This is an optimization exercise on Yosys and OpenROAD, whose aim is small area, a short achievable clock period and few clock cycles per item, not a production implementation.
No run shown here included a check of the RTL's function; only the layout flow was run.
No activity file was given, so power comes from the tool's default toggle rates.

## flow/design.v (module list and top-level ports; edited modules follow where they fit)
// module mbsd_decide: 872 lines
// module moving_baseline_spike_detector: 224 lines
// module mbsd_add: 29 lines
module moving_baseline_spike_detector #(
    parameter int WINDOW     = 8,
    parameter int DAY_LENGTH = 1440
) (
    input  logic                             i_clk,
    input  logic                             i_rst_n,
    input  logic                             i_valid,
    output logic                             o_ready,
    input  logic [mbsd_pkg::COUNT_W-1:0]     i_error_count,
    input  logic                             i_start_of_day,
    output logic                             o_valid,
    input  logic                             i_ready,
    output logic                             o_decision_valid,
    output logic                             o_anomaly,
    output logic [mbsd_pkg::MINUTE_W-1:0]    o_minute_index,
    output logic [mbsd_pkg::BASE_W-1:0]      o_baseline_sum,
    output logic [mbsd_pkg::TOTAL_W-1:0]     o_anomaly_total,
    input  logic                             i_cfg_valid,
    output logic                             o_cfg_ready,
    input  logic [mbsd_pkg::CFG_IDX_W-1:0]   i_cfg_index,
    input  logic [mbsd_pkg::CFG_W-1:0]       i_cfg_data
);
  // ...
==> flow/flow/run.sh <==
#!/bin/bash
# Standard ORFS layout (the standard.sh), with a larger setup-slack margin for
# timing repair so that repair keeps improving paths below the clock period.
set -euo pipefail
MARGIN=$(cat flow/margin.txt)
sed -e "s/SETUP_SLACK_MARGIN=[0-9.]*/SETUP_SLACK_MARGIN=${MARGIN}/" standard.sh > standard_margin.sh
grep -q "SETUP_SLACK_MARGIN=${MARGIN}" standard_margin.sh
bash standard_margin.sh > make_flow.log 2>&1
==> flow/flow/margin.txt <==
6.8
==> flow/standard.sh <==
#!/bin/bash
# synth_recipe.tcl (not shown) runs the flow's synth.tcl, then flattens the netlist and writes it again
# the make line also repeats each setting of config.mk as NAME=value (left out here)
make -C /OpenROAD-flow-scripts/flow DESIGN_CONFIG=/design/flow/config.mk WORK_HOME=/design/flow/orfs CLKGATE_MAP_FILE= SYNTH_SCRIPT=/design/flow/synth_recipe.tcl "${@:-finish}"
==> flow/config.mk <==
export PLATFORM = sky130hd
export DESIGN_NAME = moving_baseline_spike_detector
export DESIGN_NICKNAME = moving_baseline_spike_detector
export VERILOG_FILES = /design/flow/design.v
export SDC_FILE = /design/flow/constraint.sdc
export NUM_CORES = 4
export LEC_CHECK = 0
export ABC_AREA = 1
export CAP_MARGIN = 20
export CORE_MARGIN = 2
export CORE_UTILIZATION = 40
export SETUP_SLACK_MARGIN = 5
export SLEW_MARGIN = 20
==> flow/constraint.sdc <==
create_clock -name core_clock -period 10.0 [get_ports {i_clk}]
set_input_delay 2.0000 -clock core_clock [delete_from_list [all_inputs] [get_ports {i_clk}]]
set_output_delay 2.0000 -clock core_clock [all_outputs]
set_load 0.01 [all_outputs]
==> flow_summary.json, run 1 <==
{
  "worstPathCellList": "buf_6 > nor2_4 > nand2_2 > o21ai_4 > buf_12 > inv_12 > o22ai_2 > xor2_1 > fa_2 > inv_1 > fa_2 > fa_1 > inv_1 > fa_2",
  "cts_resized": 385,
  "synthAdderAreaFrac": 0.205,
  "core_area_um2": 54000,
  "yosys-top-cells-area": "edfxtp_1 40%, fa_1 15%, dfxtp_1 7.2%",
  "synthSimpleGateAreaFrac": 0.0845,
  "fin_worst_skew_ps": 31.4,
  "cts_tree": "built",
  "comb.multi_input.count": 1174,
  "avgSynthCellArea_um2": 10.9,
  "yosys_warnings": 8,
  "status": "finished clean",
  "cp_max_fo": 5,
  "synth_xor_area_frac": 0.0694,
  "crit_start": "r_mult[9]$_SDFFE_PN1P_",
  "max_flop_register": "r_hist",
  "maxSlewViolCount": 0,
  "synth_top_family_by_area": "adder cells",
  "largest_reg_flops": 128,
  "max_freq_mhz": 284,
  "arrival_ps": 3820,
  "area_dominant_class": "multi-input gates",
  "cp_slowest_cell": "fa_2",
  "crit_path_start_kind": "flip-flop",
  "port_buffers": 84,
  "clkbuf_count": 51,
  "reg_top3": "r_hist: 128 flops, r_dc_r0: 35 flops, r_dc_r1: 34 flops",
  "fin_util": 0.517,
  "grt_setup_unrepaired": "yes",
  "sequentialPower_uw": 2010,
  "drtIter0Drc": 1436,
  "critPathBufInv": 5,
  "p_int_uw": 3600,
  "critPathTopFamily": "adder cells",
  "routed_wl_um": 58700,
  "use_met1": 0.273,
  "combPwrFrac": 0.321,
  "maxCapViolations": 0,
  "grt_antenna_before_repair": 2,
  "finalHoldViolations": 0
}
==> module mbsd_decide, before the edit <==
module mbsd_decide (
    input  logic [18:0] s,
    input  logic [15:0] m,
    input  logic [15:0] c,
    output logic [35:0] r0,
    output logic [35:0] r1
);
    logic one0, two0, neg0;
    logic [19:0] pp0;
    logic one1, two1, neg1;
    logic [19:0] pp1;
    logic one2, two2, neg2;
    logic [19:0] pp2;
    logic one3, two3, neg3;
    logic [19:0] pp3;
    logic one4, two4, neg4;
    logic [19:0] pp4;
    logic one5, two5, neg5;
    logic [19:0] pp5;
    logic one6, two6, neg6;
    logic [19:0] pp6;
    logic one7, two7, neg7;
    logic [19:0] pp7;
    logic t1;
    logic t2;
    logic t3;
    logic t4;
    logic t5;
    logic t6;
    logic t7;
    logic t8;
    logic t9;
    logic t10;
    logic t11;
    logic t12;
    logic t13;
    logic t14;
    logic t15;
    logic t16;
    logic t17;
    logic t18;
    logic t19;
    logic t20;
    logic t21;
    logic t22;
    logic t23;
    logic t24;
    logic t25;
    logic t26;
    logic t27;
    logic t28;
    logic t29;
    logic t30;
    logic t31;
    logic t32;
    logic t33;
    logic t34;
    logic t35;
    logic t36;
    logic t37;
    logic t38;
    logic t39;
    logic t40;
    logic t41;
    logic t42;
    logic t43;
    logic t44;
    logic t45;
    logic t46;
    logic t47;
    logic t48;
    logic t49;
    logic t50;
    logic t51;
    logic t52;
    logic t53;
    logic t54;
    logic t55;
    logic t56;
    logic t57;
    logic t58;
    logic t59;
    logic t60;
    logic t61;
    logic t62;
    logic t63;
    logic t64;
    logic t65;
    logic t66;
    logic t67;
    logic t68;
    logic t69;
    logic t70;
    logic t71;
    logic t72;
    logic t73;
    logic t74;
    logic t75;
    logic t76;
    logic t77;
    logic t78;
    logic t79;
    logic t80;
    logic t81;
    logic t82;
    logic t83;
    logic t84;
    logic t85;
    logic t86;
    logic t87;
    logic t88;
    logic t89;
    logic t90;
    logic t91;
    logic t92;
    logic t93;
    logic t94;
    logic t95;
    logic t96;
    logic t97;
    logic t98;
    logic t99;
    logic t100;
    logic t101;
    logic t102;
    logic t103;
    logic t104;
    logic t105;
    logic t106;
    logic t107;
    logic t108;
    logic t109;
    logic t110;
    logic t111;
    logic t112;
    logic t113;
    logic t114;
    logic t115;
    logic t116;
    logic t117;
    logic t118;
    logic t119;
    logic t120;
    logic t121;
    logic t122;
    logic t123;
    logic t124;
    logic t125;
    logic t126;
    logic t127;
    logic t128;
    logic t129;
    logic t130;
    logic t131;
    logic t132;
    logic t133;
    logic t134;
    logic t135;
    logic t136;
    logic t137;
    logic t138;
    logic t139;
    logic t140;
    logic t141;
    logic t142;
    logic t143;
    logic t144;
    logic t145;
    logic t146;
    logic t147;
    logic t148;
    logic t149;
    logic t150;
    logic t151;
    logic t152;
    logic t153;
    logic t154;
    logic t155;
    logic t156;
    logic t157;
    logic t158;
    logic t159;
    logic t160;
    logic t161;
    logic t162;
    logic t163;
    logic t164;
    logic t165;
    logic t166;
    logic t167;
    logic t168;
    logic t169;
    logic t170;
    logic t171;
    logic t172;
    logic t173;
    logic t174;
    logic t175;
    logic t176;
    logic t177;
    logic t178;
    logic t179;
    logic t180;
    logic t181;
    logic t182;
    logic t183;
    logic t184;
    logic t185;
    logic t186;
    logic t187;
    logic t188;
    logic t189;
    logic t190;
    logic t191;
    logic t192;
    logic t193;
    logic t194;
    logic t195;
    logic t196;
    logic t197;
    logic t198;
    logic t199;
    logic t200;
    logic t201;
    logic t202;
    logic t203;
    logic t204;
    logic t205;
    logic t206;
    logic t207;
    logic t208;
    logic t209;
    logic t210;
    logic t211;
    logic t212;
    logic t213;
    logic t214;
    logic t215;
    logic t216;
    logic t217;
    logic t218;
    logic t219;
    logic t220;
    logic t221;
    logic t222;
    logic t223;
    logic t224;
    logic t225;
    logic t226;
    logic t227;
    logic t228;
    logic t229;
    logic t230;
    logic t231;
    logic t232;
    logic t233;
    logic t234;
    logic t235;
    logic t236;
    logic t237;
    logic t238;
    logic t239;
    logic t240;
    logic t241;
    logic t242;
    logic t243;
    logic t244;
    logic t245;
    logic t246;
    logic t247;
    logic t248;
    logic t249;
    logic t250;
    logic t251;
    logic t252;
    logic t253;
    logic t254;
    logic t255;
    logic t256;
    logic t257;
    logic t258;
    logic t259;
    logic t260;
    logic t261;
    logic t262;
    logic t263;
    logic t264;
    logic t265;
    logic t266;
    logic t267;
    logic t268;
    logic t269;
    logic t270;
    logic t271;
    logic t272;
    logic t273;
    logic t274;
    logic t275;
    logic t276;
    logic t277;
    logic t278;
    logic t279;
    logic t280;
    logic t281;
    logic t282;
    logic t283;
    logic t284;
    logic t285;
    logic t286;
    logic t287;
    logic t288;
    logic t289;
    logic t290;
    logic t291;
    logic t292;
    logic t293;
    logic t294;
    logic t295;
    logic t296;
    assign one0 = m[0] ^ 1'b0;
    assign two0 = (m[1] & ~m[0] & ~1'b0) | (~m[1] & m[0] & 1'b0);
    assign neg0 = m[1];
    assign pp0[0] = ((one0 & s[0]) | (two0 & 1'b0)) ^ neg0;
    assign pp0[1] = ((one0 & s[1]) | (two0 & s[0])) ^ neg0;
    assign pp0[2] = ((one0 & s[2]) | (two0 & s[1])) ^ neg0;
    assign pp0[3] = ((one0 & s[3]) | (two0 & s[2])) ^ neg0;
    assign pp0[4] = ((one0 & s[4]) | (two0 & s[3])) ^ neg0;
    assign pp0[5] = ((one0 & s[5]) | (two0 & s[4])) ^ neg0;
    assign pp0[6] = ((one0 & s[6]) | (two0 & s[5])) ^ neg0;
    assign pp0[7] = ((one0 & s[7]) | (two0 & s[6])) ^ neg0;
    assign pp0[8] = ((one0 & s[8]) | (two0 & s[7])) ^ neg0;
    assign pp0[9] = ((one0 & s[9]) | (two0 & s[8])) ^ neg0;
    assign pp0[10] = ((one0 & s[10]) | (two0 & s[9])) ^ neg0;
    assign pp0[11] = ((one0 & s[11]) | (two0 & s[10])) ^ neg0;
    assign pp0[12] = ((one0 & s[12]) | (two0 & s[11])) ^ neg0;
    assign pp0[13] = ((one0 & s[13]) | (two0 & s[12])) ^ neg0;
    assign pp0[14] = ((one0 & s[14]) | (two0 & s[13])) ^ neg0;
    assign pp0[15] = ((one0 & s[15]) | (two0 & s[14])) ^ neg0;
    assign pp0[16] = ((one0 & s[16]) | (two0 & s[15])) ^ neg0;
    assign pp0[17] = ((one0 & s[17]) | (two0 & s[16])) ^ neg0;
    assign pp0[18] = ((one0 & s[18]) | (two0 & s[17])) ^ neg0;
    assign pp0[19] = ((one0 & 1'b0) | (two0 & s[18])) ^ neg0;
    assign one1 = m[2] ^ m[1];
    assign two1 = (m[3] & ~m[2] & ~m[1]) | (~m[3] & m[2] & m[1]);
    assign neg1 = m[3];
    assign pp1[0] = ((one1 & s[0]) | (two1 & 1'b0)) ^ neg1;
    assign pp1[1] = ((one1 & s[1]) | (two1 & s[0])) ^ neg1;
    assign pp1[2] = ((one1 & s[2]) | (two1 & s[1])) ^ neg1;
    assign pp1[3] = ((one1 & s[3]) | (two1 & s[2])) ^ neg1;
    assign pp1[4] = ((one1 & s[4]) | (two1 & s[3])) ^ neg1;
    assign pp1[5] = ((one1 & s[5]) | (two1 & s[4])) ^ neg1;
    assign pp1[6] = ((one1 & s[6]) | (two1 & s[5])) ^ neg1;
    assign pp1[7] = ((one1 & s[7]) | (two1 & s[6])) ^ neg1;
    assign pp1[8] = ((one1 & s[8]) | (two1 & s[7])) ^ neg1;
    assign pp1[9] = ((one1 & s[9]) | (two1 & s[8])) ^ neg1;
    assign pp1[10] = ((one1 & s[10]) | (two1 & s[9])) ^ neg1;
    assign pp1[11] = ((one1 & s[11]) | (two1 & s[10])) ^ neg1;
    assign pp1[12] = ((one1 & s[12]) | (two1 & s[11])) ^ neg1;
    assign pp1[13] = ((one1 & s[13]) | (two1 & s[12])) ^ neg1;
    assign pp1[14] = ((one1 & s[14]) | (two1 & s[13])) ^ neg1;
    assign pp1[15] = ((one1 & s[15]) | (two1 & s[14])) ^ neg1;
    assign pp1[16] = ((one1 & s[16]) | (two1 & s[15])) ^ neg1;
    assign pp1[17] = ((one1 & s[17]) | (two1 & s[16])) ^ neg1;
    assign pp1[18] = ((one1 & s[18]) | (two1 & s[17])) ^ neg1;
    assign pp1[19] = ((one1 & 1'b0) | (two1 & s[18])) ^ neg1;
    assign one2 = m[4] ^ m[3];
    assign two2 = (m[5] & ~m[4] & ~m[3]) | (~m[5] & m[4] & m[3]);
    assign neg2 = m[5];
    assign pp2[0] = ((one2 & s[0]) | (two2 & 1'b0)) ^ neg2;
    assign pp2[1] = ((one2 & s[1]) | (two2 & s[0])) ^ neg2;
    assign pp2[2] = ((one2 & s[2]) | (two2 & s[1])) ^ neg2;
    assign pp2[3] = ((one2 & s[3]) | (two2 & s[2])) ^ neg2;
    assign pp2[4] = ((one2 & s[4]) | (two2 & s[3])) ^ neg2;
    assign pp2[5] = ((one2 & s[5]) | (two2 & s[4])) ^ neg2;
    assign pp2[6] = ((one2 & s[6]) | (two2 & s[5])) ^ neg2;
    assign pp2[7] = ((one2 & s[7]) | (two2 & s[6])) ^ neg2;
    assign pp2[8] = ((one2 & s[8]) | (two2 & s[7])) ^ neg2;
    assign pp2[9] = ((one2 & s[9]) | (two2 & s[8])) ^ neg2;
    assign pp2[10] = ((one2 & s[10]) | (two2 & s[9])) ^ neg2;
    assign pp2[11] = ((one2 & s[11]) | (two2 & s[10])) ^ neg2;
    assign pp2[12] = ((one2 & s[12]) | (two2 & s[11])) ^ neg2;
    assign pp2[13] = ((one2 & s[13]) | (two2 & s[12])) ^ neg2;
    assign pp2[14] = ((one2 & s[14]) | (two2 & s[13])) ^ neg2;
    assign pp2[15] = ((one2 & s[15]) | (two2 & s[14])) ^ neg2;
    assign pp2[16] = ((one2 & s[16]) | (two2 & s[15])) ^ neg2;
    assign pp2[17] = ((one2 & s[17]) | (two2 & s[16])) ^ neg2;
    assign pp2[18] = ((one2 & s[18]) | (two2 & s[17])) ^ neg2;
    assign pp2[19] = ((one2 & 1'b0) | (two2 & s[18])) ^ neg2;
    assign one3 = m[6] ^ m[5];
    assign two3 = (m[7] & ~m[6] & ~m[5]) | (~m[7] & m[6] & m[5]);
    assign neg3 = m[7];
    assign pp3[0] = ((one3 & s[0]) | (two3 & 1'b0)) ^ neg3;
    assign pp3[1] = ((one3 & s[1]) | (two3 & s[0])) ^ neg3;
    assign pp3[2] = ((one3 & s[2]) | (two3 & s[1])) ^ neg3;
    assign pp3[3] = ((one3 & s[3]) | (two3 & s[2])) ^ neg3;
    assign pp3[4] = ((one3 & s[4]) | (two3 & s[3])) ^ neg3;
    assign pp3[5] = ((one3 & s[5]) | (two3 & s[4])) ^ neg3;
    assign pp3[6] = ((one3 & s[6]) | (two3 & s[5])) ^ neg3;
    assign pp3[7] = ((one3 & s[7]) | (two3 & s[6])) ^ neg3;
    assign pp3[8] = ((one3 & s[8]) | (two3 & s[7])) ^ neg3;
    assign pp3[9] = ((one3 & s[9]) | (two3 & s[8])) ^ neg3;
    assign pp3[10] = ((one3 & s[10]) | (two3 & s[9])) ^ neg3;
    assign pp3[11] = ((one3 & s[11]) | (two3 & s[10])) ^ neg3;
    assign pp3[12] = ((one3 & s[12]) | (two3 & s[11])) ^ neg3;
    assign pp3[13] = ((one3 & s[13]) | (two3 & s[12])) ^ neg3;
    assign pp3[14] = ((one3 & s[14]) | (two3 & s[13])) ^ neg3;
    assign pp3[15] = ((one3 & s[15]) | (two3 & s[14])) ^ neg3;
    assign pp3[16] = ((one3 & s[16]) | (two3 & s[15])) ^ neg3;
    assign pp3[17] = ((one3 & s[17]) | (two3 & s[16])) ^ neg3;
    assign pp3[18] = ((one3 & s[18]) | (two3 & s[17])) ^ neg3;
    assign pp3[19] = ((one3 & 1'b0) | (two3 & s[18])) ^ neg3;
    assign one4 = m[8] ^ m[7];
    assign two4 = (m[9] & ~m[8] & ~m[7]) | (~m[9] & m[8] & m[7]);
    assign neg4 = m[9];
    assign pp4[0] = ((one4 & s[0]) | (two4 & 1'b0)) ^ neg4;
    assign pp4[1] = ((one4 & s[1]) | (two4 & s[0])) ^ neg4;
    assign pp4[2] = ((one4 & s[2]) | (two4 & s[1])) ^ neg4;
    assign pp4[3] = ((one4 & s[3]) | (two4 & s[2])) ^ neg4;
    assign pp4[4] = ((one4 & s[4]) | (two4 & s[3])) ^ neg4;
    assign pp4[5] = ((one4 & s[5]) | (two4 & s[4])) ^ neg4;
    assign pp4[6] = ((one4 & s[6]) | (two4 & s[5])) ^ neg4;
    assign pp4[7] = ((one4 & s[7]) | (two4 & s[6])) ^ neg4;
    assign pp4[8] = ((one4 & s[8]) | (two4 & s[7])) ^ neg4;
    assign pp4[9] = ((one4 & s[9]) | (two4 & s[8])) ^ neg4;
    assign pp4[10] = ((one4 & s[10]) | (two4 & s[9])) ^ neg4;
    assign pp4[11] = ((one4 & s[11]) | (two4 & s[10])) ^ neg4;
    assign pp4[12] = ((one4 & s[12]) | (two4 & s[11])) ^ neg4;
    assign pp4[13] = ((one4 & s[13]) | (two4 & s[12])) ^ neg4;
    assign pp4[14] = ((one4 & s[14]) | (two4 & s[13])) ^ neg4;
    assign pp4[15] = ((one4 & s[15]) | (two4 & s[14])) ^ neg4;
    assign pp4[16] = ((one4 & s[16]) | (two4 & s[15])) ^ neg4;
    assign pp4[17] = ((one4 & s[17]) | (two4 & s[16])) ^ neg4;
    assign pp4[18] = ((one4 & s[18]) | (two4 & s[17])) ^ neg4;
    assign pp4[19] = ((one4 & 1'b0) | (two4 & s[18])) ^ neg4;
    assign one5 = m[10] ^ m[9];
    assign two5 = (m[11] & ~m[10] & ~m[9]) | (~m[11] & m[10] & m[9]);
    assign neg5 = m[11];
    assign pp5[0] = ((one5 & s[0]) | (two5 & 1'b0)) ^ neg5;
    assign pp5[1] = ((one5 & s[1]) | (two5 & s[0])) ^ neg5;
    assign pp5[2] = ((one5 & s[2]) | (two5 & s[1])) ^ neg5;
    assign pp5[3] = ((one5 & s[3]) | (two5 & s[2])) ^ neg5;
    assign pp5[4] = ((one5 & s[4]) | (two5 & s[3])) ^ neg5;
    assign pp5[5] = ((one5 & s[5]) | (two5 & s[4])) ^ neg5;
    assign pp5[6] = ((one5 & s[6]) | (two5 & s[5])) ^ neg5;
    assign pp5[7] = ((one5 & s[7]) | (two5 & s[6])) ^ neg5;
    assign pp5[8] = ((one5 & s[8]) | (two5 & s[7])) ^ neg5;
    assign pp5[9] = ((one5 & s[9]) | (two5 & s[8])) ^ neg5;
    assign pp5[10] = ((one5 & s[10]) | (two5 & s[9])) ^ neg5;
    assign pp5[11] = ((one5 & s[11]) | (two5 & s[10])) ^ neg5;
    assign pp5[12] = ((one5 & s[12]) | (two5 & s[11])) ^ neg5;
    assign pp5[13] = ((one5 & s[13]) | (two5 & s[12])) ^ neg5;
    assign pp5[14] = ((one5 & s[14]) | (two5 & s[13])) ^ neg5;
    assign pp5[15] = ((one5 & s[15]) | (two5 & s[14])) ^ neg5;
    assign pp5[16] = ((one5 & s[16]) | (two5 & s[15])) ^ neg5;
    assign pp5[17] = ((one5 & s[17]) | (two5 & s[16])) ^ neg5;
    assign pp5[18] = ((one5 & s[18]) | (two5 & s[17])) ^ neg5;
    assign pp5[19] = ((one5 & 1'b0) | (two5 & s[18])) ^ neg5;
    assign one6 = m[12] ^ m[11];
    assign two6 = (m[13] & ~m[12] & ~m[11]) | (~m[13] & m[12] & m[11]);
    assign neg6 = m[13];
    assign pp6[0] = ((one6 & s[0]) | (two6 & 1'b0)) ^ neg6;
    assign pp6[1] = ((one6 & s[1]) | (two6 & s[0])) ^ neg6;
    assign pp6[2] = ((one6 & s[2]) | (two6 & s[1])) ^ neg6;
    assign pp6[3] = ((one6 & s[3]) | (two6 & s[2])) ^ neg6;
    assign pp6[4] = ((one6 & s[4]) | (two6 & s[3])) ^ neg6;
    assign pp6[5] = ((one6 & s[5]) | (two6 & s[4])) ^ neg6;
    assign pp6[6] = ((one6 & s[6]) | (two6 & s[5])) ^ neg6;
    assign pp6[7] = ((one6 & s[7]) | (two6 & s[6])) ^ neg6;
    assign pp6[8] = ((one6 & s[8]) | (two6 & s[7])) ^ neg6;
    assign pp6[9] = ((one6 & s[9]) | (two6 & s[8])) ^ neg6;
    assign pp6[10] = ((one6 & s[10]) | (two6 & s[9])) ^ neg6;
    assign pp6[11] = ((one6 & s[11]) | (two6 & s[10])) ^ neg6;
    assign pp6[12] = ((one6 & s[12]) | (two6 & s[11])) ^ neg6;
    assign pp6[13] = ((one6 & s[13]) | (two6 & s[12])) ^ neg6;
    assign pp6[14] = ((one6 & s[14]) | (two6 & s[13])) ^ neg6;
    assign pp6[15] = ((one6 & s[15]) | (two6 & s[14])) ^ neg6;
    assign pp6[16] = ((one6 & s[16]) | (two6 & s[15])) ^ neg6;
    assign pp6[17] = ((one6 & s[17]) | (two6 & s[16])) ^ neg6;
    assign pp6[18] = ((one6 & s[18]) | (two6 & s[17])) ^ neg6;
    assign pp6[19] = ((one6 & 1'b0) | (two6 & s[18])) ^ neg6;
    assign one7 = m[14] ^ m[13];
    assign two7 = (m[15] & ~m[14] & ~m[13]) | (~m[15] & m[14] & m[13]);
    assign neg7 = m[15];
    assign pp7[0] = ((one7 & s[0]) | (two7 & 1'b0)) ^ neg7;
    assign pp7[1] = ((one7 & s[1]) | (two7 & s[0])) ^ neg7;
    assign pp7[2] = ((one7 & s[2]) | (two7 & s[1])) ^ neg7;
    assign pp7[3] = ((one7 & s[3]) | (two7 & s[2])) ^ neg7;
    assign pp7[4] = ((one7 & s[4]) | (two7 & s[3])) ^ neg7;
    assign pp7[5] = ((one7 & s[5]) | (two7 & s[4])) ^ neg7;
    assign pp7[6] = ((one7 & s[6]) | (two7 & s[5])) ^ neg7;
    assign pp7[7] = ((one7 & s[7]) | (two7 & s[6])) ^ neg7;
    assign pp7[8] = ((one7 & s[8]) | (two7 & s[7])) ^ neg7;
    assign pp7[9] = ((one7 & s[9]) | (two7 & s[8])) ^ neg7;
    assign pp7[10] = ((one7 & s[10]) | (two7 & s[9])) ^ neg7;
    assign pp7[11] = ((one7 & s[11]) | (two7 & s[10])) ^ neg7;
    assign pp7[12] = ((one7 & s[12]) | (two7 & s[11])) ^ neg7;
    assign pp7[13] = ((one7 & s[13]) | (two7 & s[12])) ^ neg7;
    assign pp7[14] = ((one7 & s[14]) | (two7 & s[13])) ^ neg7;
    assign pp7[15] = ((one7 & s[15]) | (two7 & s[14])) ^ neg7;
    assign pp7[16] = ((one7 & s[16]) | (two7 & s[15])) ^ neg7;
    assign pp7[17] = ((one7 & s[17]) | (two7 & s[16])) ^ neg7;
    assign pp7[18] = ((one7 & s[18]) | (two7 & s[17])) ^ neg7;
    assign pp7[19] = ((one7 & 1'b0) | (two7 & s[18])) ^ neg7;
    assign t1 = pp0[10] ^ pp1[8];
    assign t2 = pp0[10] & pp1[8];
    assign t3 = pp0[11] ^ pp1[9] ^ pp2[7];
    assign t4 = (pp0[11] & pp1[9]) | (pp0[11] & pp2[7]) | (pp1[9] & pp2[7]);
    assign t5 = pp3[5] ^ pp4[3];
    assign t6 = pp3[5] & pp4[3];
    assign t7 = pp0[12] ^ pp1[10] ^ pp2[8];
    assign t8 = (pp0[12] & pp1[10]) | (pp0[12] & pp2[8]) | (pp1[10] & pp2[8]);
    assign t9 = pp3[6] ^ pp4[4] ^ pp5[2];
    assign t10 = (pp3[6] & pp4[4]) | (pp3[6] & pp5[2]) | (pp4[4] & pp5[2]);
    assign t11 = pp6[0] ^ neg6;
    assign t12 = pp6[0] & neg6;
    assign t13 = pp0[13] ^ pp1[11] ^ pp2[9];
    assign t14 = (pp0[13] & pp1[11]) | (pp0[13] & pp2[9]) | (pp1[11] & pp2[9]);
    assign t15 = pp3[7] ^ pp4[5] ^ pp5[3];
    assign t16 = (pp3[7] & pp4[5]) | (pp3[7] & pp5[3]) | (pp4[5] & pp5[3]);
    assign t17 = pp6[1] ^ ~c[2];
    assign t18 = pp6[1] & ~c[2];
    assign t19 = pp0[14] ^ pp1[12] ^ pp2[10];
    assign t20 = (pp0[14] & pp1[12]) | (pp0[14] & pp2[10]) | (pp1[12] & pp2[10]);
    assign t21 = pp3[8] ^ pp4[6] ^ pp5[4];
    assign t22 = (pp3[8] & pp4[6]) | (pp3[8] & pp5[4]) | (pp4[6] & pp5[4]);
    assign t23 = pp6[2] ^ pp7[0] ^ ~c[3];
    assign t24 = (pp6[2] & pp7[0]) | (pp6[2] & ~c[3]) | (pp7[0] & ~c[3]);
    assign t25 = pp0[15] ^ pp1[13] ^ pp2[11];
    assign t26 = (pp0[15] & pp1[13]) | (pp0[15] & pp2[11]) | (pp1[13] & pp2[11]);
    assign t27 = pp3[9] ^ pp4[7] ^ pp5[5];
    assign t28 = (pp3[9] & pp4[7]) | (pp3[9] & pp5[5]) | (pp4[7] & pp5[5]);
    assign t29 = pp6[3] ^ pp7[1] ^ ~c[4];
    assign t30 = (pp6[3] & pp7[1]) | (pp6[3] & ~c[4]) | (pp7[1] & ~c[4]);
    assign t31 = pp0[16] ^ pp1[14] ^ pp2[12];
    assign t32 = (pp0[16] & pp1[14]) | (pp0[16] & pp2[12]) | (pp1[14] & pp2[12]);
    assign t33 = pp3[10] ^ pp4[8] ^ pp5[6];
    assign t34 = (pp3[10] & pp4[8]) | (pp3[10] & pp5[6]) | (pp4[8] & pp5[6]);
    assign t35 = pp6[4] ^ pp7[2] ^ ~c[5];
    assign t36 = (pp6[4] & pp7[2]) | (pp6[4] & ~c[5]) | (pp7[2] & ~c[5]);
    assign t37 = pp0[17] ^ pp1[15] ^ pp2[13];
    assign t38 = (pp0[17] & pp1[15]) | (pp0[17] & pp2[13]) | (pp1[15] & pp2[13]);
    assign t39 = pp3[11] ^ pp4[9] ^ pp5[7];
    assign t40 = (pp3[11] & pp4[9]) | (pp3[11] & pp5[7]) | (pp4[9] & pp5[7]);
    assign t41 = pp6[5] ^ pp7[3] ^ ~c[6];
    assign t42 = (pp6[5] & pp7[3]) | (pp6[5] & ~c[6]) | (pp7[3] & ~c[6]);
    assign t43 = pp0[18] ^ pp1[16] ^ pp2[14];
    assign t44 = (pp0[18] & pp1[16]) | (pp0[18] & pp2[14]) | (pp1[16] & pp2[14]);
    assign t45 = pp3[12] ^ pp4[10] ^ pp5[8];
    assign t46 = (pp3[12] & pp4[10]) | (pp3[12] & pp5[8]) | (pp4[10] & pp5[8]);
    assign t47 = pp6[6] ^ pp7[4] ^ ~c[7];
    assign t48 = (pp6[6] & pp7[4]) | (pp6[6] & ~c[7]) | (pp7[4] & ~c[7]);
    assign t49 = pp0[19] ^ pp1[17] ^ pp2[15];
    assign t50 = (pp0[19] & pp1[17]) | (pp0[19] & pp2[15]) | (pp1[17] & pp2[15]);
    assign t51 = pp3[13] ^ pp4[11] ^ pp5[9];
    assign t52 = (pp3[13] & pp4[11]) | (pp3[13] & pp5[9]) | (pp4[11] & pp5[9]);
    assign t53 = pp6[7] ^ pp7[5] ^ ~c[8];
    assign t54 = (pp6[7] & pp7[5]) | (pp6[7] & ~c[8]) | (pp7[5] & ~c[8]);
    assign t55 = neg0 ^ pp1[18] ^ pp2[16];
    assign t56 = (neg0 & pp1[18]) | (neg0 & pp2[16]) | (pp1[18] & pp2[16]);
    assign t57 = pp3[14] ^ pp4[12] ^ pp5[10];
    assign t58 = (pp3[14] & pp4[12]) | (pp3[14] & pp5[10]) | (pp4[12] & pp5[10]);
    assign t59 = pp6[8] ^ pp7[6] ^ ~c[9];
    assign t60 = (pp6[8] & pp7[6]) | (pp6[8] & ~c[9]) | (pp7[6] & ~c[9]);
    assign t61 = neg0 ^ pp1[19] ^ pp2[17];
    assign t62 = (neg0 & pp1[19]) | (neg0 & pp2[17]) | (pp1[19] & pp2[17]);
    assign t63 = pp3[15] ^ pp4[13] ^ pp5[11];
    assign t64 = (pp3[15] & pp4[13]) | (pp3[15] & pp5[11]) | (pp4[13] & pp5[11]);
    assign t65 = pp6[9] ^ pp7[7] ^ ~c[10];
    assign t66 = (pp6[9] & pp7[7]) | (pp6[9] & ~c[10]) | (pp7[7] & ~c[10]);
    assign t67 = ~neg0 ^ ~neg1 ^ pp2[18];
    assign t68 = (~neg0 & ~neg1) | (~neg0 & pp2[18]) | (~neg1 & pp2[18]);
    assign t69 = pp3[16] ^ pp4[14] ^ pp5[12];
    assign t70 = (pp3[16] & pp4[14]) | (pp3[16] & pp5[12]) | (pp4[14] & pp5[12]);
    assign t71 = pp6[10] ^ pp7[8] ^ ~c[11];
    assign t72 = (pp6[10] & pp7[8]) | (pp6[10] & ~c[11]) | (pp7[8] & ~c[11]);
    assign t73 = pp2[19] ^ pp3[17] ^ pp4[15];
    assign t74 = (pp2[19] & pp3[17]) | (pp2[19] & pp4[15]) | (pp3[17] & pp4[15]);
    assign t75 = pp5[13] ^ pp6[11] ^ pp7[9];
    assign t76 = (pp5[13] & pp6[11]) | (pp5[13] & pp7[9]) | (pp6[11] & pp7[9]);
    assign t77 = ~c[12] ^ 1'b1;
    assign t78 = ~c[12] & 1'b1;
    assign t79 = ~neg2 ^ pp3[18] ^ pp4[16];
    assign t80 = (~neg2 & pp3[18]) | (~neg2 & pp4[16]) | (pp3[18] & pp4[16]);
    assign t81 = pp5[14] ^ pp6[12] ^ pp7[10];
    assign t82 = (pp5[14] & pp6[12]) | (pp5[14] & pp7[10]) | (pp6[12] & pp7[10]);
    assign t83 = pp3[19] ^ pp4[17] ^ pp5[15];
    assign t84 = (pp3[19] & pp4[17]) | (pp3[19] & pp5[15]) | (pp4[17] & pp5[15]);
    assign t85 = pp6[13] ^ pp7[11];
    assign t86 = pp6[13] & pp7[11];
    assign t87 = ~neg3 ^ pp4[18] ^ pp5[16];
    assign t88 = (~neg3 & pp4[18]) | (~neg3 & pp5[16]) | (pp4[18] & pp5[16]);
    assign t89 = pp0[6] ^ pp1[4];
    assign t90 = pp0[6] & pp1[4];
    assign t91 = pp0[7] ^ pp1[5];
    assign t92 = pp0[7] & pp1[5];
    assign t93 = pp0[8] ^ pp1[6] ^ pp2[4];
    assign t94 = (pp0[8] & pp1[6]) | (pp0[8] & pp2[4]) | (pp1[6] & pp2[4]);
    assign t95 = pp3[2] ^ pp4[0];
    assign t96 = pp3[2] & pp4[0];
    assign t97 = pp0[9] ^ pp1[7] ^ pp2[5];
    assign t98 = (pp0[9] & pp1[7]) | (pp0[9] & pp2[5]) | (pp1[7] & pp2[5]);
    assign t99 = pp3[3] ^ pp4[1];
    assign t100 = pp3[3] & pp4[1];
    assign t101 = t1 ^ pp2[6] ^ pp3[4];
    assign t102 = (t1 & pp2[6]) | (t1 & pp3[4]) | (pp2[6] & pp3[4]);
    assign t103 = pp4[2] ^ pp5[0] ^ neg5;
    assign t104 = (pp4[2] & pp5[0]) | (pp4[2] & neg5) | (pp5[0] & neg5);
    assign t105 = t2 ^ t3 ^ t5;
    assign t106 = (t2 & t3) | (t2 & t5) | (t3 & t5);
    assign t107 = pp5[1] ^ ~c[0] ^ 1'b1;
    assign t108 = (pp5[1] & ~c[0]) | (pp5[1] & 1'b1) | (~c[0] & 1'b1);
    assign t109 = t4 ^ t6 ^ t7;
    assign t110 = (t4 & t6) | (t4 & t7) | (t6 & t7);
    assign t111 = t9 ^ t11 ^ ~c[1];
    assign t112 = (t9 & t11) | (t9 & ~c[1]) | (t11 & ~c[1]);
    assign t113 = t8 ^ t10 ^ t12;
    assign t114 = (t8 & t10) | (t8 & t12) | (t10 & t12);
    assign t115 = t13 ^ t15 ^ t17;
    assign t116 = (t13 & t15) | (t13 & t17) | (t15 & t17);
    assign t117 = t14 ^ t16 ^ t18;
    assign t118 = (t14 & t16) | (t14 & t18) | (t16 & t18);
    assign t119 = t19 ^ t21 ^ t23;
    assign t120 = (t19 & t21) | (t19 & t23) | (t21 & t23);
    assign t121 = t20 ^ t22 ^ t24;
    assign t122 = (t20 & t22) | (t20 & t24) | (t22 & t24);
    assign t123 = t25 ^ t27 ^ t29;
    assign t124 = (t25 & t27) | (t25 & t29) | (t27 & t29);
    assign t125 = t26 ^ t28 ^ t30;
    assign t126 = (t26 & t28) | (t26 & t30) | (t28 & t30);
    assign t127 = t31 ^ t33 ^ t35;
    assign t128 = (t31 & t33) | (t31 & t35) | (t33 & t35);
    assign t129 = t32 ^ t34 ^ t36;
    assign t130 = (t32 & t34) | (t32 & t36) | (t34 & t36);
    assign t131 = t37 ^ t39 ^ t41;
    assign t132 = (t37 & t39) | (t37 & t41) | (t39 & t41);
    assign t133 = t38 ^ t40 ^ t42;
    assign t134 = (t38 & t40) | (t38 & t42) | (t40 & t42);
    assign t135 = t43 ^ t45 ^ t47;
    assign t136 = (t43 & t45) | (t43 & t47) | (t45 & t47);
    assign t137 = t44 ^ t46 ^ t48;
    assign t138 = (t44 & t46) | (t44 & t48) | (t46 & t48);
    assign t139 = t49 ^ t51 ^ t53;
    assign t140 = (t49 & t51) | (t49 & t53) | (t51 & t53);
    assign t141 = t50 ^ t52 ^ t54;
    assign t142 = (t50 & t52) | (t50 & t54) | (t52 & t54);
    assign t143 = t55 ^ t57 ^ t59;
    assign t144 = (t55 & t57) | (t55 & t59) | (t57 & t59);
    assign t145 = t56 ^ t58 ^ t60;
    assign t146 = (t56 & t58) | (t56 & t60) | (t58 & t60);
    assign t147 = t61 ^ t63 ^ t65;
    assign t148 = (t61 & t63) | (t61 & t65) | (t63 & t65);
    assign t149 = t62 ^ t64 ^ t66;
    assign t150 = (t62 & t64) | (t62 & t66) | (t64 & t66);
    assign t151 = t67 ^ t69 ^ t71;
    assign t152 = (t67 & t69) | (t67 & t71) | (t69 & t71);
    assign t153 = t68 ^ t70 ^ t72;
    assign t154 = (t68 & t70) | (t68 & t72) | (t70 & t72);
    assign t155 = t73 ^ t75 ^ t77;
    assign t156 = (t73 & t75) | (t73 & t77) | (t75 & t77);
    assign t157 = t74 ^ t76 ^ t78;
    assign t158 = (t74 & t76) | (t74 & t78) | (t76 & t78);
    assign t159 = t79 ^ t81 ^ ~c[13];
    assign t160 = (t79 & t81) | (t79 & ~c[13]) | (t81 & ~c[13]);
    assign t161 = t80 ^ t82 ^ t83;
    assign t162 = (t80 & t82) | (t80 & t83) | (t82 & t83);
    assign t163 = t85 ^ ~c[14] ^ 1'b1;
    assign t164 = (t85 & ~c[14]) | (t85 & 1'b1) | (~c[14] & 1'b1);
    assign t165 = t84 ^ t86 ^ t87;
    assign t166 = (t84 & t86) | (t84 & t87) | (t86 & t87);
    assign t167 = pp6[14] ^ pp7[12] ^ ~c[15];
    assign t168 = (pp6[14] & pp7[12]) | (pp6[14] & ~c[15]) | (pp7[12] & ~c[15]);
    assign t169 = t88 ^ pp4[19] ^ pp5[17];
    assign t170 = (t88 & pp4[19]) | (t88 & pp5[17]) | (pp4[19] & pp5[17]);
    assign t171 = pp6[15] ^ pp7[13];
    assign t172 = pp6[15] & pp7[13];
    assign t173 = ~neg4 ^ pp5[18] ^ pp6[16];
    assign t174 = (~neg4 & pp5[18]) | (~neg4 & pp6[16]) | (pp5[18] & pp6[16]);
    assign t175 = pp5[19] ^ pp6[17];
    assign t176 = pp5[19] & pp6[17];
    assign t177 = pp0[4] ^ pp1[2];
    assign t178 = pp0[4] & pp1[2];
    assign t179 = pp0[5] ^ pp1[3];
    assign t180 = pp0[5] & pp1[3];
    assign t181 = t89 ^ pp2[2] ^ pp3[0];
    assign t182 = (t89 & pp2[2]) | (t89 & pp3[0]) | (pp2[2] & pp3[0]);
    assign t183 = t90 ^ t91 ^ pp2[3];
    assign t184 = (t90 & t91) | (t90 & pp2[3]) | (t91 & pp2[3]);
    assign t185 = t92 ^ t93 ^ t95;
    assign t186 = (t92 & t93) | (t92 & t95) | (t93 & t95);
    assign t187 = t94 ^ t96 ^ t97;
    assign t188 = (t94 & t96) | (t94 & t97) | (t96 & t97);
    assign t189 = t98 ^ t100 ^ t101;
    assign t190 = (t98 & t100) | (t98 & t101) | (t100 & t101);
    assign t191 = t102 ^ t104 ^ t105;
    assign t192 = (t102 & t104) | (t102 & t105) | (t104 & t105);
    assign t193 = t106 ^ t108 ^ t109;
    assign t194 = (t106 & t108) | (t106 & t109) | (t108 & t109);
    assign t195 = t110 ^ t112 ^ t113;
    assign t196 = (t110 & t112) | (t110 & t113) | (t112 & t113);
    assign t197 = t114 ^ t116 ^ t117;
    assign t198 = (t114 & t116) | (t114 & t117) | (t116 & t117);
    assign t199 = t118 ^ t120 ^ t121;
    assign t200 = (t118 & t120) | (t118 & t121) | (t120 & t121);
    assign t201 = t122 ^ t124 ^ t125;
    assign t202 = (t122 & t124) | (t122 & t125) | (t124 & t125);
    assign t203 = t126 ^ t128 ^ t129;
    assign t204 = (t126 & t128) | (t126 & t129) | (t128 & t129);
    assign t205 = t130 ^ t132 ^ t133;
    assign t206 = (t130 & t132) | (t130 & t133) | (t132 & t133);
    assign t207 = t134 ^ t136 ^ t137;
    assign t208 = (t134 & t136) | (t134 & t137) | (t136 & t137);
    assign t209 = t138 ^ t140 ^ t141;
    assign t210 = (t138 & t140) | (t138 & t141) | (t140 & t141);
    assign t211 = t142 ^ t144 ^ t145;
    assign t212 = (t142 & t144) | (t142 & t145) | (t144 & t145);
    assign t213 = t146 ^ t148 ^ t149;
    assign t214 = (t146 & t148) | (t146 & t149) | (t148 & t149);
    assign t215 = t150 ^ t152 ^ t153;
    assign t216 = (t150 & t152) | (t150 & t153) | (t152 & t153);
    assign t217 = t154 ^ t156 ^ t157;
    assign t218 = (t154 & t156) | (t154 & t157) | (t156 & t157);
    assign t219 = t158 ^ t160 ^ t161;
    assign t220 = (t158 & t160) | (t158 & t161) | (t160 & t161);
    assign t221 = t162 ^ t164 ^ t165;
    assign t222 = (t162 & t164) | (t162 & t165) | (t164 & t165);
    assign t223 = t166 ^ t168 ^ t169;
    assign t224 = (t166 & t168) | (t166 & t169) | (t168 & t169);
    assign t225 = t170 ^ t172 ^ t173;
    assign t226 = (t170 & t172) | (t170 & t173) | (t172 & t173);
    assign t227 = t174 ^ t175 ^ pp7[15];
    assign t228 = (t174 & t175) | (t174 & pp7[15]) | (t175 & pp7[15]);
    assign t229 = t176 ^ ~neg5 ^ pp6[18];
    assign t230 = (t176 & ~neg5) | (t176 & pp6[18]) | (~neg5 & pp6[18]);
    assign t231 = pp6[19] ^ pp7[17];
    assign t232 = pp6[19] & pp7[17];
    assign t233 = pp0[2] ^ pp1[0];
    assign t234 = pp0[2] & pp1[0];
    assign t235 = pp0[3] ^ pp1[1];
    assign t236 = pp0[3] & pp1[1];
    assign t237 = t177 ^ pp2[0] ^ neg2;
    assign t238 = (t177 & pp2[0]) | (t177 & neg2) | (pp2[0] & neg2);
    assign t239 = t178 ^ t179 ^ pp2[1];
    assign t240 = (t178 & t179) | (t178 & pp2[1]) | (t179 & pp2[1]);
    assign t241 = t180 ^ t181 ^ neg3;
    assign t242 = (t180 & t181) | (t180 & neg3) | (t181 & neg3);
    assign t243 = t182 ^ t183 ^ pp3[1];
    assign t244 = (t182 & t183) | (t182 & pp3[1]) | (t183 & pp3[1]);
    assign t245 = t184 ^ t185 ^ neg4;
    assign t246 = (t184 & t185) | (t184 & neg4) | (t185 & neg4);
    assign t247 = t186 ^ t187 ^ t99;
    assign t248 = (t186 & t187) | (t186 & t99) | (t187 & t99);
    assign t249 = t188 ^ t189 ^ t103;
    assign t250 = (t188 & t189) | (t188 & t103) | (t189 & t103);
    assign t251 = t190 ^ t191 ^ t107;
    assign t252 = (t190 & t191) | (t190 & t107) | (t191 & t107);
    assign t253 = t192 ^ t193 ^ t111;
    assign t254 = (t192 & t193) | (t192 & t111) | (t193 & t111);
    assign t255 = t194 ^ t195 ^ t115;
    assign t256 = (t194 & t195) | (t194 & t115) | (t195 & t115);
    assign t257 = t196 ^ t197 ^ t119;
    assign t258 = (t196 & t197) | (t196 & t119) | (t197 & t119);
    assign t259 = t198 ^ t199 ^ t123;
    assign t260 = (t198 & t199) | (t198 & t123) | (t199 & t123);
    assign t261 = t200 ^ t201 ^ t127;
    assign t262 = (t200 & t201) | (t200 & t127) | (t201 & t127);
    assign t263 = t202 ^ t203 ^ t131;
    assign t264 = (t202 & t203) | (t202 & t131) | (t203 & t131);
    assign t265 = t204 ^ t205 ^ t135;
    assign t266 = (t204 & t205) | (t204 & t135) | (t205 & t135);
    assign t267 = t206 ^ t207 ^ t139;
    assign t268 = (t206 & t207) | (t206 & t139) | (t207 & t139);
    assign t269 = t208 ^ t209 ^ t143;
    assign t270 = (t208 & t209) | (t208 & t143) | (t209 & t143);
    assign t271 = t210 ^ t211 ^ t147;
    assign t272 = (t210 & t211) | (t210 & t147) | (t211 & t147);
    assign t273 = t212 ^ t213 ^ t151;
    assign t274 = (t212 & t213) | (t212 & t151) | (t213 & t151);
    assign t275 = t214 ^ t215 ^ t155;
    assign t276 = (t214 & t215) | (t214 & t155) | (t215 & t155);
    assign t277 = t216 ^ t217 ^ t159;
    assign t278 = (t216 & t217) | (t216 & t159) | (t217 & t159);
    assign t279 = t218 ^ t219 ^ t163;
    assign t280 = (t218 & t219) | (t218 & t163) | (t219 & t163);
    assign t281 = t220 ^ t221 ^ t167;
    assign t282 = (t220 & t221) | (t220 & t167) | (t221 & t167);
    assign t283 = t222 ^ t223 ^ t171;
    assign t284 = (t222 & t223) | (t222 & t171) | (t223 & t171);
    assign t285 = t224 ^ t225 ^ pp7[14];
    assign t286 = (t224 & t225) | (t224 & pp7[14]) | (t225 & pp7[14]);
    assign t287 = t226 ^ t227 ^ 1'b1;
    assign t288 = (t226 & t227) | (t226 & 1'b1) | (t227 & 1'b1);
    assign t289 = t228 ^ t229 ^ pp7[16];
    assign t290 = (t228 & t229) | (t228 & pp7[16]) | (t229 & pp7[16]);
    assign t291 = t230 ^ t231 ^ 1'b1;
    assign t292 = (t230 & t231) | (t230 & 1'b1) | (t231 & 1'b1);
    assign t293 = t232 ^ ~neg6 ^ pp7[18];
    assign t294 = (t232 & ~neg6) | (t232 & pp7[18]) | (~neg6 & pp7[18]);
    assign t295 = pp7[19] ^ 1'b1;
    assign t296 = pp7[19] & 1'b1;
    assign r0[0] = pp0[0];
    assign r0[1] = pp0[1];
    assign r0[2] = t233;
    assign r0[3] = t234;
    assign r0[4] = t236;
    assign r0[5] = t238;
    assign r0[6] = t240;
    assign r0[7] = t242;
    assign r0[8] = t244;
    assign r0[9] = t246;
    assign r0[10] = t248;
    assign r0[11] = t250;
    assign r0[12] = t252;
    assign r0[13] = t254;
    assign r0[14] = t256;
    assign r0[15] = t258;
    assign r0[16] = t260;
    assign r0[17] = t262;
    assign r0[18] = t264;
    assign r0[19] = t266;
    assign r0[20] = t268;
    assign r0[21] = t270;
    assign r0[22] = t272;
    assign r0[23] = t274;
    assign r0[24] = t276;
    assign r0[25] = t278;
    assign r0[26] = t280;
    assign r0[27] = t282;
    assign r0[28] = t284;
    assign r0[29] = t286;
    assign r0[30] = t288;
    assign r0[31] = t290;
    assign r0[32] = t292;
    assign r0[33] = t294;
    assign r0[34] = t296;
    assign r0[35] = 1'b1;
    assign r1[0] = neg0;
    assign r1[1] = 1'b0;
    assign r1[2] = neg1;
    assign r1[3] = t235;
    assign r1[4] = t237;
    assign r1[5] = t239;
    assign r1[6] = t241;
    assign r1[7] = t243;
    assign r1[8] = t245;
    assign r1[9] = t247;
    assign r1[10] = t249;
    assign r1[11] = t251;
    assign r1[12] = t253;
    assign r1[13] = t255;
    assign r1[14] = t257;
    assign r1[15] = t259;
    assign r1[16] = t261;
    assign r1[17] = t263;
    assign r1[18] = t265;
    assign r1[19] = t267;
    assign r1[20] = t269;
    assign r1[21] = t271;
    assign r1[22] = t273;
    assign r1[23] = t275;
    assign r1[24] = t277;
    assign r1[25] = t279;
    assign r1[26] = t281;
    assign r1[27] = t283;
    assign r1[28] = t285;
    assign r1[29] = t287;
    assign r1[30] = t289;
    assign r1[31] = t291;
    assign r1[32] = t293;
    assign r1[33] = t295;
    assign r1[34] = ~neg7;
    assign r1[35] = 1'b0;
endmodule
==> inputs of run 2 (changes only) <==
--- a/flow/design.v
+++ b/flow/design.v
@@ -17,7 +17,9 @@
 endpackage
 module mbsd_decide (
     input  logic [18:0] s,
-    input  logic [15:0] m,
+    input  logic [7:0]  m_one,
+    input  logic [7:0]  m_two,
+    input  logic [7:0]  m_neg,
     input  logic [15:0] c,
     output logic [35:0] r0,
     output logic [35:0] r1
@@ -334,9 +336,9 @@
     logic t294;
     logic t295;
     logic t296;
-    assign one0 = m[0] ^ 1'b0;
-    assign two0 = (m[1] & ~m[0] & ~1'b0) | (~m[1] & m[0] & 1'b0);
-    assign neg0 = m[1];
+    assign one0 = m_one[0];
+    assign two0 = m_two[0];
+    assign neg0 = m_neg[0];
     assign pp0[0] = ((one0 & s[0]) | (two0 & 1'b0)) ^ neg0;
     assign pp0[1] = ((one0 & s[1]) | (two0 & s[0])) ^ neg0;
     assign pp0[2] = ((one0 & s[2]) | (two0 & s[1])) ^ neg0;
@@ -357,9 +359,9 @@
     assign pp0[17] = ((one0 & s[17]) | (two0 & s[16])) ^ neg0;
     assign pp0[18] = ((one0 & s[18]) | (two0 & s[17])) ^ neg0;
     assign pp0[19] = ((one0 & 1'b0) | (two0 & s[18])) ^ neg0;
-    assign one1 = m[2] ^ m[1];
-    assign two1 = (m[3] & ~m[2] & ~m[1]) | (~m[3] & m[2] & m[1]);
-    assign neg1 = m[3];
+    assign one1 = m_one[1];
+    assign two1 = m_two[1];
+    assign neg1 = m_neg[1];
     assign pp1[0] = ((one1 & s[0]) | (two1 & 1'b0)) ^ neg1;
     assign pp1[1] = ((one1 & s[1]) | (two1 & s[0])) ^ neg1;
     assign pp1[2] = ((one1 & s[2]) | (two1 & s[1])) ^ neg1;
@@ -380,9 +382,9 @@
     assign pp1[17] = ((one1 & s[17]) | (two1 & s[16])) ^ neg1;
     assign pp1[18] = ((one1 & s[18]) | (two1 & s[17])) ^ neg1;
     assign pp1[19] = ((one1 & 1'b0) | (two1 & s[18])) ^ neg1;
-    assign one2 = m[4] ^ m[3];
-    assign two2 = (m[5] & ~m[4] & ~m[3]) | (~m[5] & m[4] & m[3]);
-    assign neg2 = m[5];
+    assign one2 = m_one[2];
+    assign two2 = m_two[2];
+    assign neg2 = m_neg[2];
     assign pp2[0] = ((one2 & s[0]) | (two2 & 1'b0)) ^ neg2;
     assign pp2[1] = ((one2 & s[1]) | (two2 & s[0])) ^ neg2;
     assign pp2[2] = ((one2 & s[2]) | (two2 & s[1])) ^ neg2;
@@ -403,9 +405,9 @@
     assign pp2[17] = ((one2 & s[17]) | (two2 & s[16])) ^ neg2;
     assign pp2[18] = ((one2 & s[18]) | (two2 & s[17])) ^ neg2;
     assign pp2[19] = ((one2 & 1'b0) | (two2 & s[18])) ^ neg2;
-    assign one3 = m[6] ^ m[5];
-    assign two3 = (m[7] & ~m[6] & ~m[5]) | (~m[7] & m[6] & m[5]);
-    assign neg3 = m[7];
+    assign one3 = m_one[3];
+    assign two3 = m_two[3];
+    assign neg3 = m_neg[3];
     assign pp3[0] = ((one3 & s[0]) | (two3 & 1'b0)) ^ neg3;
     assign pp3[1] = ((one3 & s[1]) | (two3 & s[0])) ^ neg3;
     assign pp3[2] = ((one3 & s[2]) | (two3 & s[1])) ^ neg3;
@@ -426,9 +428,9 @@
     assign pp3[17] = ((one3 & s[17]) | (two3 & s[16])) ^ neg3;
     assign pp3[18] = ((one3 & s[18]) | (two3 & s[17])) ^ neg3;
     assign pp3[19] = ((one3 & 1'b0) | (two3 & s[18])) ^ neg3;
-    assign one4 = m[8] ^ m[7];
-    assign two4 = (m[9] & ~m[8] & ~m[7]) | (~m[9] & m[8] & m[7]);
-    assign neg4 = m[9];
+    assign one4 = m_one[4];
+    assign two4 = m_two[4];
+    assign neg4 = m_neg[4];
     assign pp4[0] = ((one4 & s[0]) | (two4 & 1'b0)) ^ neg4;
     assign pp4[1] = ((one4 & s[1]) | (two4 & s[0])) ^ neg4;
     assign pp4[2] = ((one4 & s[2]) | (two4 & s[1])) ^ neg4;
@@ -449,9 +451,9 @@
     assign pp4[17] = ((one4 & s[17]) | (two4 & s[16])) ^ neg4;
     assign pp4[18] = ((one4 & s[18]) | (two4 & s[17])) ^ neg4;
     assign pp4[19] = ((one4 & 1'b0) | (two4 & s[18])) ^ neg4;
-    assign one5 = m[10] ^ m[9];
-    assign two5 = (m[11] & ~m[10] & ~m[9]) | (~m[11] & m[10] & m[9]);
-    assign neg5 = m[11];
+    assign one5 = m_one[5];
+    assign two5 = m_two[5];
+    assign neg5 = m_neg[5];
     assign pp5[0] = ((one5 & s[0]) | (two5 & 1'b0)) ^ neg5;
     assign pp5[1] = ((one5 & s[1]) | (two5 & s[0])) ^ neg5;
     assign pp5[2] = ((one5 & s[2]) | (two5 & s[1])) ^ neg5;
@@ -472,9 +474,9 @@
     assign pp5[17] = ((one5 & s[17]) | (two5 & s[16])) ^ neg5;
     assign pp5[18] = ((one5 & s[18]) | (two5 & s[17])) ^ neg5;
     assign pp5[19] = ((one5 & 1'b0) | (two5 & s[18])) ^ neg5;
-    assign one6 = m[12] ^ m[11];
-    assign two6 = (m[13] & ~m[12] & ~m[11]) | (~m[13] & m[12] & m[11]);
-    assign neg6 = m[13];
+    assign one6 = m_one[6];
+    assign two6 = m_two[6];
+    assign neg6 = m_neg[6];
     assign pp6[0] = ((one6 & s[0]) | (two6 & 1'b0)) ^ neg6;
     assign pp6[1] = ((one6 & s[1]) | (two6 & s[0])) ^ neg6;
     assign pp6[2] = ((one6 & s[2]) | (two6 & s[1])) ^ neg6;
@@ -495,9 +497,9 @@
     assign pp6[17] = ((one6 & s[17]) | (two6 & s[16])) ^ neg6;
     assign pp6[18] = ((one6 & s[18]) | (two6 & s[17])) ^ neg6;
     assign pp6[19] = ((one6 & 1'b0) | (two6 & s[18])) ^ neg6;
-    assign one7 = m[14] ^ m[13];
-    assign two7 = (m[15] & ~m[14] & ~m[13]) | (~m[15] & m[14] & m[13]);
-    assign neg7 = m[15];
+    assign one7 = m_one[7];
+    assign two7 = m_two[7];
+    assign neg7 = m_neg[7];
     assign pp7[0] = ((one7 & s[0]) | (two7 & 1'b0)) ^ neg7;
     assign pp7[1] = ((one7 & s[1]) | (two7 & s[0])) ^ neg7;
     assign pp7[2] = ((one7 & s[2]) | (two7 & s[1])) ^ neg7;
@@ -914,7 +916,25 @@
     localparam int SUM_W   = 19;
     localparam int MC_W    = 11;
     logic [15:0] r_thr;
-    logic [15:0] r_mult;
+    logic [23:0] r_mult_digits;
+    logic [7:0]  r_mult_one;
+    logic [7:0]  r_mult_two;
+    logic [7:0]  r_mult_neg;
+    assign {r_mult_one, r_mult_two, r_mult_neg} = r_mult_digits;
+    function automatic logic [23:0] booth_digits(input logic [15:0] m);
+        logic [16:0] mx;
+        logic [7:0]  one;
+        logic [7:0]  two;
+        logic [7:0]  neg;
+        mx = {m, 1'b0};
+        for (int i = 0; i < 8; i++) begin
+            one[i] = mx[2*i+1] ^ mx[2*i];
+            two[i] = (mx[2*i+2] & ~mx[2*i+1] & ~mx[2*i]) | (~mx[2*i+2] & mx[2*i+1] & mx[2*i]);
+            neg[i] = mx[2*i+2];
+        end
+        booth_digits = {one, two, neg};
+    endfunction
+    localparam logic [23:0] MULT_RST_DIGITS = booth_digits(mbsd_pkg::SPIKE_MULT_RST);
     logic               r_sk_valid;
     logic [COUNT_W-1:0] r_sk_count;
     logic               r_sk_sod;
@@ -972,11 +992,13 @@
     assign o_cfg_ready = 1'b1;
     always_ff @(posedge i_clk) begin
         if (!i_rst_n) begin
-            r_thr  <= mbsd_pkg::MIN_THRESHOLD_RST;
-            r_mult <= mbsd_pkg::SPIKE_MULT_RST;
+            r_thr <= mbsd_pkg::MIN_THRESHOLD_RST;
+            r_mult_digits <= MULT_RST_DIGITS;
         end else if (i_cfg_valid) begin
-            if (i_cfg_index == mbsd_pkg::CFG_MIN_THRESHOLD) r_thr  <= i_cfg_data;
-            if (i_cfg_index == mbsd_pkg::CFG_SPIKE_MULT)    r_mult <= i_cfg_data;
+            if (i_cfg_index == mbsd_pkg::CFG_MIN_THRESHOLD) r_thr <= i_cfg_data;
+            if (i_cfg_index == mbsd_pkg::CFG_SPIKE_MULT) begin
+                r_mult_digits <= booth_digits(i_cfg_data);
+            end
         end
     end
     always_ff @(posedge i_clk) begin
@@ -1047,11 +1069,13 @@
         end
     end
     mbsd_decide u_decide (
-        .s  (r_sum),
-        .m  (r_mult),
-        .c  (r_in_count),
-        .r0 (w_r0),
-        .r1 (w_r1)
+        .s     (r_sum),
+        .m_one (r_mult_one),
+        .m_two (r_mult_two),
+        .m_neg (r_mult_neg),
+        .c     (r_in_count),
+        .r0    (w_r0),
+        .r1    (w_r1)
     );
     always_ff @(posedge i_clk) begin
         if (!i_rst_n) begin
@@ -1071,7 +1095,7 @@
             r_dc_minute <= r_minute;
         end
     end
-    assign w_q    = r_mult[15] ? ((36'(r_dc_sum) << 16) | 36'(1 << 14)) : '0;
+    assign w_q    = r_mult_neg[7] ? ((36'(r_dc_sum) << 16) | 36'(1 << 14)) : '0;
     assign w_cs_s = r_dc_r0 ^ r_dc_r1 ^ w_q;
     assign w_cs_maj = (r_dc_r0 & r_dc_r1) | (r_dc_r0 & w_q) | (r_dc_r1 & w_q);
     assign w_cs_c   = {w_cs_maj[34:0], 1'b0};
==> flow/flow/run.sh (replaced) <==
#!/bin/bash
# Standard ORFS layout (the standard.sh) with two changes to how the layout
# is made:
#  - timing repair aims for a larger setup-slack margin (flow/margin.txt), so it
#    keeps improving paths below the clock period;
#  - the port buffers that global placement inserts are plain buffers
#    (flow/port_buffer.txt) instead of the delay cell ORFS picks by default.
# The whole make output goes to make_flow.log; ORFS's per-step logs stay in
# orfs/logs.
set -euo pipefail
MARGIN=$(cat flow/margin.txt)
PORTBUF=$(cat flow/port_buffer.txt)
sed -e "s/SETUP_SLACK_MARGIN=[0-9.]*/SETUP_SLACK_MARGIN=${MARGIN}/" standard.sh > standard_margin.sh
grep -q "SETUP_SLACK_MARGIN=${MARGIN}" standard_margin.sh
bash standard_margin.sh "BUFFER_PORTS_ARGS=-buffer_cell ${PORTBUF}" finish > make_flow.log 2>&1
==> flow/flow/margin.txt (replaced) <==
7.2
==> flow/flow/port_buffer.txt (new file) <==
sky130_fd_sc_hd__buf_2
==> flow_summary.json, run 2 <==
{
  "status": "finished clean",
  "setup_tns_ps": 0,
  "die_w_um": 239,
  "grt_start_max_net_pins": 54,
  "root_buffer": "clkbuf_16",
  "netlist-cell-type-count": 54,
  "diodes": 0,
  "ir_drop_v": 0.000137,
  "port_buffers": 84,
  "drc": 0,
  "synth_top_area_cell": "edfxtp_1",
  "die_area_um2": 57200,
  "syn_nets": 2329,
  "fin_worst_skew_ps": 27.0,
  "worstRegToRegCells": 10,
  "slew_headroom": 0.403,
  "holdBufCountCts": 0,
  "post-synth-top-count-cell": "inv_1",
  "hold_depth": 0,
  "htree_levels": 2,
  "cts_buffers": 43,
  "synth_top_family_by_area": "adder cells",
  "endpoint_kind": "flip-flop",
  "finalHoldViolations": 0,
  "gp_congestion": 0.861,
  "dpl.hpwl_um": 38700,
  "arrival_ps": 3660,
  "synth.yosys.seq_area_share": 0.480,
  "cts_max_path_buffers": 3,
  "synthAdderAreaFrac": 0.203,
  "core_area_um2": 54900,
  "drt-pass1-iter-count": 6,
  "maxSlewViolCount": 0,
  "yosys-top-cells-area": "edfxtp_1 40%, fa_1 15%, dfxtp_1 7.9%",
  "clk_pin_slew_ps": 60,
  "final_cell_mix": "296 x edfxtp_1, 283 x inv_1, 223 x nand2_1",
  "synthesis.area_um2": 22100,
  "reg_top3": "r_hist: 128 flops, r_dc_r0: 35 flops, r_dc_r1: 34 flops",
  "period_share": 0.335,
  "ys_ff_latch": 383,
  "grt_antenna_before_repair": 1,
  "crit_path_start_kind": "flip-flop",
  "wl_per_cell_um": 22.1,
  "synth-compound-area-share": 0.0824,
  "num_rows": 86,
  "leakagePower_uw": 0.0132,
  "layout-drive-gt1-share": 0.401,
  "via_per_inst": 5.35,
  "max_freq_mhz": 299,
  "routed_wl_um": 68700,
  "crit_type": "reg -> reg",
  "num_io_pins": 86,
  "hp-class": "reg -> reg",
  "crit_required_ps": 10310,
  "vias": 16644,
  "first_global_vias": 16422,
  "cp_max_fo": 18,
  "drtIter0Drc": 1683,
  "max_flop_register": "r_hist",
  "synth_top_area_frac": 0.402,
  "finalCriticalPeriod_ps": 3350,
  "maxCapViolations": 0,
  "place_inst": 2748,
  "yosys_warnings": 8,
  "grt_overflow": 0,
  "die_h_um": 239,
  "synthFlopType": "edfxtp_1",
  "synth_commonest_cells": "357 x inv_1, 296 x edfxtp_1, 259 x nand2_1",
  "start_util": 0.403,
  "avgSynthCellArea_um2": 10.9,
  "fin_cells": 3110,
  "final_antenna_net_count": 0,
  "synthArstFlopShare": 0,
  "worst_slew_pin_slew_ps": 891,
  "grt_pass1_wl_um": 99300,
  "synth_enable_flop_cells": 296,
  "fill_cells": 4307,
  "muxShareOfSynthArea": 0.000509,
  "cts_tree": "built",
  "power_density_nw_per_um2": 176,
  "final-setup-viol-count": 0,
  "synth_xor_area_frac": 0.0712,
  "synthSimpleGateAreaFrac": 0.0789,
  "worstSkewPairLatency_ps": 580,
  "nets": 2676,
  "synth_cells": 2028,
  "grt_setup_unrepaired": "yes",
  "area_delta_synth_final_pct": 38.2,
  "cts_sinks": 383,
  "largest_reg_flops": 128,
  "track_usage": 0.232,
  "layout_commonest_cell": "edfxtp_1"
}
run 2: layout make-up:
class	instances	area, µm²	area share
clock inverters	22	219	0.00716
clock buffers	54	1140	0.0372
inverters	409	2050	0.0671
multi-input cells	1163	11800	0.387
flip-flops and latches	383	10800	0.353
repair buffers	358	3450	0.113
well taps	704	881	0.0288
repair inverters	17	199	0.00651
run 2: stage by stage:
step	hold WS [ps]	cell area [µm²]	util	setup slack, ps	power, µW
6_report	401	30600	0.557	6650	5380
5_1_grt	417	30600	0.557	6540	5690
4_1_cts	403	29200	0.533	6760	5220
3_5_place_dp	405	24100	0.438	4720	3350
3_3_place_gp	400	24100	0.438	4820	3300
2_1_floorplan	400	23500	-	5490	2950
run 2: cell families after synthesis:
logic type | Yosys count
adder cells (fa/ha/maj) | 263
other | 1
AO/OA/AOI/OAI | 309
XOR/XNOR | 180
flip-flops | 383
AND/OR/NAND/NOR | 406
multiplexers | 1
buffers and inverters | 485
run 2: final timing paths:
kind | from | to | slack, ps
setup / recovery | r_mult_digits[18]$_SDFFE_PN0P_ | r_dc_r1[23]$_DFFE_PN_ | 6650
hold / removal | r_dc_minute[9]$_DFFE_PN_ | r_out_minute[9]$_DFFE_PN_ | 400
setup reg to reg | r_mult_digits[18]$_SDFFE_PN0P_ | r_dc_r1[23]$_DFFE_PN_ | 6650
hold reg to reg | r_dc_minute[9]$_DFFE_PN_ | r_out_minute[9]$_DFFE_PN_ | 400
run 2: timing repair:
item / in CTS / in global routing
setup buffers: 214 / 45
cloned: 18 / 9
pin swaps: 148 / 109
endpoints found under the hold margin: 0 / 0
gates resized for setup: 387 / 194
endpoints found under the setup margin: 364 / 282
run 2: power breakdown:
group          switching, µW  internal (µW)
clock                    652            889
sequential              99.9           1940
combinational           1020            771
run 2: worst max-delay path, stage by stage, from the launching register on:
cell and delay [ps]:
dfxtp_4 410, clkinv_8 150, o22ai_1 240, xor2_1 220
fa_1 360, inv_1 100, fa_1 540, inv_1 50
fa_1 490, inv_1 50, fa_2 440
run 2: routing by layer:
metal  vias to the layer above  track usage  part of all wire
met1                      8158        0.311              0.39
met3                       222       0.0507             0.097
met2                       904        0.371              0.46
met4                         2       0.0864             0.050
li1                       7358            -                 -
met5                         -            0           0.00012

[afterwards: timing with drivers on the ports]
The flow's constraints put no driver on any port. The routed layouts listed below were extracted and timed again, unchanged, in two steps.
Step 1 assumes that a clkbuf_16 drives the clock port and a buf_2 every other input.
Step 2 adds t to the input delays and takes it off the output delays; t is the mean of the earliest and latest rising clock arrival at the registers after step 1. Input paths then give back, and output paths get back, about the clock's delay inside the block.
Three values: ideal, step 1, step 2; two values: the first two.
| run | t, ns | setup WS [ns] | worst setup path after step 2 | slew at the worst register clock pin (ns) |
|---|---|---|---|---|
| run 1 | 0.634 | 6.483 / 6.483 / 6.275 | input to register | 0.07 / 0.07 |
| run 2 | 0.629 | 6.652 / 6.652 / 6.408 | input to register | 0.07 / 0.07 |
After both steps setup and hold are still met in every run listed. The setup slack of run 2, which loses most, moves by 0.000 ns with the drivers and by -0.244 ns with both steps.
